From an optimization exercise on the open Yosys and OpenROAD flow, aimed at small area, a short achievable clock period and few clock cycles per item; shortcuts taken in it are not production practice.
Where RTL was checked, it was by simulation tests only, not by an equivalence proof against the original.
No activity file was given, so power comes from the tool's default toggle rates.

==> module gear_param_sched, before the edit <==
module gear_param_sched #(
   parameter int GEAR_W      = 8,
   parameter int PARAM_W     = 40,
   parameter int DEPTH       = 32,
   parameter int STABLE_CNT  = 4,
   parameter int ACK_TIMEOUT = 1023,
   parameter logic [PARAM_W-1:0] PARAM_DEFAULT = '0
) (
   input  logic                     clk,
   input  logic                     rst_n,
   input  logic [GEAR_W-1:0]        gear_in,
   input  logic                     cfg_we,
   input  logic [$clog2(DEPTH)-1:0] cfg_addr,
   input  logic                     cfg_valid,
   input  logic [GEAR_W-1:0]        cfg_code,
   input  logic [PARAM_W-1:0]       cfg_param,
   output logic [PARAM_W-1:0]       param_out,
   output logic                     param_req,
   input  logic                     param_ack,
   output logic                     busy,
   output logic                     unknown_err,
   output logic                     timeout_err,
   input  logic                     err_clr
);
   localparam int IDX_W = $clog2(DEPTH);
   localparam int TMO_W = $clog2(ACK_TIMEOUT + 1);
   localparam int NTAP  = 8;
   localparam int SPAN  = DEPTH / NTAP;      
   localparam int HI_W  = $clog2(NTAP);
   localparam int LO_W  = $clog2(SPAN);
   logic [GEAR_W-1:0]  sync1_q, sync2_q, prev_q;
   logic [2:0]         stab_q, stab_d;
   logic               restart, ready;
   logic [DEPTH-1:0]   rv_q;
   logic [GEAR_W-1:0]  rc_q [DEPTH];
   logic [PARAM_W-1:0] rp_q [DEPTH];
   logic [IDX_W-1:0]   rot_q;
   logic               wpend_q, cmt_q;
   logic [IDX_W-1:0]   wa_q;
   logic               wv_q;
   logic [GEAR_W-1:0]  wc_q;
   logic [PARAM_W-1:0] wp_q;
   logic               commit;
   logic               best_f_q;
   logic [IDX_W-1:0]   best_i_q;
   logic [PARAM_W-1:0] best_p_q;
   logic [TMO_W-1:0]   tmo_q;
   logic [PARAM_W-1:0] param_q;
   logic               req_q;
   logic               act_valid_q, miss_valid_q;
   logic [GEAR_W-1:0]  act_code_q, miss_code_q;
   logic               unk_q, tmo_err_q;
   assign commit  = wpend_q && (rot_q == wa_q);
   assign restart = (sync2_q != prev_q) || wpend_q || cmt_q;
   assign ready   = (stab_q == 3'd2) || (stab_q == 3'd3);
   always_comb begin
      if (restart)
         stab_d = 3'd0;
      else if (stab_q == 3'd3)
         stab_d = 3'd3;
      else
         stab_d = stab_q + 3'd1;
   end
   logic [NTAP-1:0]    tmatch, tsel;
   logic [HI_W-1:0]    rot_hi;
   logic               cand_f, take;
   logic [IDX_W-1:0]   cand_i;
   logic [PARAM_W-1:0] cand_p;
   assign rot_hi = rot_q[IDX_W-1:LO_W];
   always_comb begin
      for (int j = 0; j < NTAP; j++)
         tmatch[j] = rv_q[j*SPAN] && (rc_q[j*SPAN] == sync2_q);
   end
   always_comb begin
      logic [HI_W-1:0] hi;
      logic            found;
      cand_f = 1'b0;
      hi     = '0;
      found  = 1'b0;
      tsel   = '0;
      for (int h = 0; h < NTAP; h++) begin
         if (!found && tmatch[HI_W'(h) - rot_hi]) begin
            found = 1'b1;
            hi    = HI_W'(h);
            tsel[HI_W'(h) - rot_hi] = 1'b1;
         end
      end
      cand_f = found;
      cand_i = {hi, rot_q[LO_W-1:0]};
   end
   always_comb begin
      cand_p = '0;
      for (int j = 0; j < NTAP; j++)
         cand_p = cand_p | ({PARAM_W{tsel[j]}} & rp_q[j*SPAN]);
   end
   assign take = cand_f && (restart || !best_f_q || (cand_i < best_i_q));
   logic idle, qual, supp, go, hit;
   assign idle = !req_q;
   assign qual = ready && !restart;
   assign supp = (act_valid_q && (sync2_q == act_code_q)) ||
                 (miss_valid_q && (sync2_q == miss_code_q));
   assign go   = idle && qual && !supp && !cfg_we;
   assign hit  = take || best_f_q;
   logic req_fall;
   assign req_fall = req_q && (param_ack || (tmo_q == TMO_W'(ACK_TIMEOUT - 1)));
   always_ff @(posedge clk or negedge rst_n) begin
      if (!rst_n) begin
         sync1_q      <= '0;
         sync2_q      <= '0;
         prev_q       <= '0;
         stab_q       <= 3'd5;
         rv_q         <= '0;
         rot_q        <= '0;
         wpend_q      <= 1'b0;
         cmt_q        <= 1'b0;
         best_f_q     <= 1'b0;
         tmo_q        <= '0;
         param_q      <= PARAM_DEFAULT;
         req_q        <= 1'b0;
         act_valid_q  <= 1'b0;
         act_code_q   <= '0;
         miss_valid_q <= 1'b0;
         miss_code_q  <= '0;
         unk_q        <= 1'b0;
         tmo_err_q    <= 1'b0;
      end else begin
         sync1_q <= gear_in;
         sync2_q <= sync1_q;
         prev_q  <= sync2_q;
         stab_q  <= stab_d;
         rot_q   <= rot_q + IDX_W'(1);
         for (int p = 0; p < DEPTH - 1; p++)
            rv_q[p] <= rv_q[p+1];
         rv_q[DEPTH-1] <= commit ? wv_q : rv_q[0];
         if (cfg_we)
            wpend_q <= 1'b1;
         else if (commit)
            wpend_q <= 1'b0;
         cmt_q <= commit;
         if (restart)
            best_f_q <= cand_f;
         else if (take)
            best_f_q <= 1'b1;
         if (go) begin
            if (hit) begin
               req_q       <= 1'b1;
               tmo_q       <= '0;
               act_valid_q <= 1'b1;
               act_code_q  <= sync2_q;
            end else begin
               miss_valid_q <= 1'b1;
               miss_code_q  <= sync2_q;
            end
         end else if (req_fall) begin
            req_q <= 1'b0;
         end else if (req_q) begin
            tmo_q <= tmo_q + TMO_W'(1);
         end
         if (go && hit)
            param_q <= take ? cand_p : best_p_q;
         if (cfg_we) begin
            act_valid_q  <= 1'b0;
            miss_valid_q <= 1'b0;
         end
         unk_q     <= (go && !hit) || (unk_q && !err_clr);
         tmo_err_q <= (req_fall && !param_ack) || (tmo_err_q && !err_clr);
      end
   end
   always_ff @(posedge clk) begin
      if (cfg_we) begin
         wa_q <= cfg_addr;
         wv_q <= cfg_valid;
         wc_q <= cfg_code;
         wp_q <= cfg_param;
      end
      if (take)
         best_i_q <= cand_i;
      if (take)
         best_p_q <= cand_p;
   end
   for (genvar p = 0; p < DEPTH; p++) begin : g_ring
      if (p == DEPTH - 1) begin : g_port
         always_ff @(posedge clk) begin
            rc_q[p] <= commit ? wc_q : rc_q[0];
            rp_q[p] <= commit ? wp_q : rp_q[0];
         end
      end else begin : g_shift
         always_ff @(posedge clk) begin
            rc_q[p] <= rc_q[p+1];
            rp_q[p] <= rp_q[p+1];
         end
      end
   end
   assign param_out   = param_q;
   assign param_req   = req_q;
   assign busy        = req_q;
   assign unknown_err = unk_q;
   assign timeout_err = tmo_err_q;
endmodule
make LEC_CHECK=0 CAP_MARGIN=20 CORE_MARGIN=2 CORE_UTILIZATION=45 PLACE_DENSITY=0.6 SETUP_SLACK_MARGIN=3.5 SLEW_MARGIN=20 finish   # period 6.0 ns
run.sh (not shown) runs the stock make flow with config.mk's settings and CLKGATE_MAP_FILE= SYNTH_SCRIPT=/design/flow/synth_recipe.tcl, a recipe that flattens the netlist after the stock synthesis.
Testbench counts at the start, summed over its fixed seeds: cycles 24,000, lookups 4,000.
Then changed:
--- a/flow/design.v
+++ b/flow/design.v
@@ -35,23 +35,22 @@
    logic [GEAR_W-1:0]  rc_q [DEPTH];
    logic [PARAM_W-1:0] rp_q [DEPTH];
    logic [IDX_W-1:0]   rot_q;
    logic               wpend_q, cmt_q;
-   logic [IDX_W-1:0]   wa_q;
-   logic               wv_q;
-   logic [GEAR_W-1:0]  wc_q;
-   logic [PARAM_W-1:0] wp_q;
+   logic [IDX_W-1:0]   wa;
+   logic               wv;
    logic               commit;
    logic               best_f_q;
-   logic [IDX_W-1:0]   best_i_q;
    logic [PARAM_W-1:0] best_p_q;
    logic [TMO_W-1:0]   tmo_q;
    logic [PARAM_W-1:0] param_q;
    logic               req_q;
    logic               act_valid_q, miss_valid_q;
    logic [GEAR_W-1:0]  act_code_q, miss_code_q;
    logic               unk_q, tmo_err_q;
-   assign commit  = wpend_q && (rot_q == wa_q);
+   assign wa      = act_code_q[IDX_W-1:0];
+   assign wv      = act_code_q[IDX_W];
+   assign commit  = wpend_q && (rot_q == {wa[2:0], wa[4:3]});
    assign restart = (sync2_q != prev_q) || wpend_q || cmt_q;
    assign ready   = (stab_q == 3'd2) || (stab_q == 3'd3);
    always_comb begin
       if (restart)
@@ -62,39 +61,34 @@
          stab_d = stab_q + 3'd1;
    end
    logic [NTAP-1:0]    tmatch, tsel;
    logic [HI_W-1:0]    rot_hi;
+   logic [LO_W-1:0]    rot_lo;
    logic               cand_f, take;
-   logic [IDX_W-1:0]   cand_i;
    logic [PARAM_W-1:0] cand_p;
+   logic [LO_W-1:0]    best_b_q;
    assign rot_hi = rot_q[IDX_W-1:LO_W];
+   assign rot_lo = rot_q[LO_W-1:0];
    always_comb begin
       for (int j = 0; j < NTAP; j++)
          tmatch[j] = rv_q[j*SPAN] && (rc_q[j*SPAN] == sync2_q);
    end
    always_comb begin
-      logic [HI_W-1:0] hi;
-      logic            found;
-      cand_f = 1'b0;
-      hi     = '0;
-      found  = 1'b0;
-      tsel   = '0;
-      for (int h = 0; h < NTAP; h++) begin
-         if (!found && tmatch[HI_W'(h) - rot_hi]) begin
-            found = 1'b1;
-            hi    = HI_W'(h);
-            tsel[HI_W'(h) - rot_hi] = 1'b1;
+      for (int j = 0; j < NTAP; j++) begin
+         tsel[j] = tmatch[j];
+         for (int k = 0; k < NTAP; k++) begin
+            if (k != j && (HI_W'(k + rot_hi) < HI_W'(j + rot_hi)) && tmatch[k])
+               tsel[j] = 1'b0;
          end
       end
-      cand_f = found;
-      cand_i = {hi, rot_q[LO_W-1:0]};
+      cand_f = |tmatch;
    end
    always_comb begin
       cand_p = '0;
       for (int j = 0; j < NTAP; j++)
          cand_p = cand_p | ({PARAM_W{tsel[j]}} & rp_q[j*SPAN]);
    end
-   assign take = cand_f && (restart || !best_f_q || (cand_i < best_i_q));
+   assign take = cand_f && !wpend_q && (restart || !best_f_q || (rot_lo < best_b_q));
    logic idle, qual, supp, go, hit;
    assign idle = !req_q;
    assign qual = ready && !restart;
    assign supp = (act_valid_q && (sync2_q == act_code_q)) ||
@@ -130,16 +124,16 @@
          stab_q  <= stab_d;
          rot_q   <= rot_q + IDX_W'(1);
          for (int p = 0; p < DEPTH - 1; p++)
             rv_q[p] <= rv_q[p+1];
-         rv_q[DEPTH-1] <= commit ? wv_q : rv_q[0];
+         rv_q[DEPTH-1] <= commit ? wv : rv_q[0];
          if (cfg_we)
             wpend_q <= 1'b1;
          else if (commit)
             wpend_q <= 1'b0;
          cmt_q <= commit;
          if (restart)
-            best_f_q <= cand_f;
+            best_f_q <= cand_f && !wpend_q;
          else if (take)
             best_f_q <= 1'b1;
          if (go) begin
             if (hit) begin
@@ -160,30 +154,28 @@
             param_q <= take ? cand_p : best_p_q;
          if (cfg_we) begin
             act_valid_q  <= 1'b0;
             miss_valid_q <= 1'b0;
+            act_code_q   <= GEAR_W'({cfg_valid, cfg_addr});
+            miss_code_q  <= cfg_code;
          end
          unk_q     <= (go && !hit) || (unk_q && !err_clr);
          tmo_err_q <= (req_fall && !param_ack) || (tmo_err_q && !err_clr);
       end
    end
    always_ff @(posedge clk) begin
-      if (cfg_we) begin
-         wa_q <= cfg_addr;
-         wv_q <= cfg_valid;
-         wc_q <= cfg_code;
-         wp_q <= cfg_param;
-      end
       if (take)
-         best_i_q <= cand_i;
-      if (take)
+         best_b_q <= rot_lo;
+      if (cfg_we)
+         best_p_q <= cfg_param;
+      else if (take)
          best_p_q <= cand_p;
    end
    for (genvar p = 0; p < DEPTH; p++) begin : g_ring
       if (p == DEPTH - 1) begin : g_port
          always_ff @(posedge clk) begin
-            rc_q[p] <= commit ? wc_q : rc_q[0];
-            rp_q[p] <= commit ? wp_q : rp_q[0];
+            rc_q[p] <= commit ? miss_code_q : rc_q[0];
+            rp_q[p] <= commit ? best_p_q : rp_q[0];
          end
       end else begin : g_shift
          always_ff @(posedge clk) begin
             rc_q[p] <= rc_q[p+1];
The changed run produced a clean layout.
Core utilization increases by 4.2 points.
Setup slack gets better by 1.2 ns.
Cell area increases by 0.75%.
Wire length increases by 5.0%.
Non-clock buffer count increases by 129.
Global-route usage increases by 2.1 points.
Via count decreases by 3.8%.
Count of clock-buffer cells in the layout decreases by 35.
Fmax increases by 35%.
Total power decreases by 2.5%.
Sequential share of layout area decreases by 3.5 points.
Sequential power decreases by about 4%.
Final cell count decreases by 3.3%.
No functional check of the RTL was part of the second run of this note.

## separate check: timing with driven ports
No port has a modelled driver above. Below, the same layouts with a new extraction and two added sets of constraints. Step 1, drivers: a clkbuf_16 drives clk and a buf_2 each remaining input, both assumed. Step 2 adds t to the input delays and takes it off the output delays; t is the mean of the earliest and latest rising clock arrival at the registers after step 1. Input paths then give back, and output paths get back, about the clock's delay inside the block. a / b / c = ideal / step 1 / step 2; a / b = the first two.
run | t (ns) | slack for setup (ns) | clock arrival spread, ns | worst register clock-pin slew, ns | worst data-port slew with drivers (ns)
the first run | 0.829 | 1.506 / 1.506 / 1.506 | 0.037 / 0.037 | 0.07 / 0.07 | 0.05
the second run | 0.817 | 2.663 / 2.663 / 2.627 | 0.030 / 0.030 | 0.07 / 0.07 | 0.07
After both steps setup and hold are still met in every run listed. For the second run, which loses most, drivers alone change the setup slack by 0.000 ns; drivers and shift together by -0.036 ns.
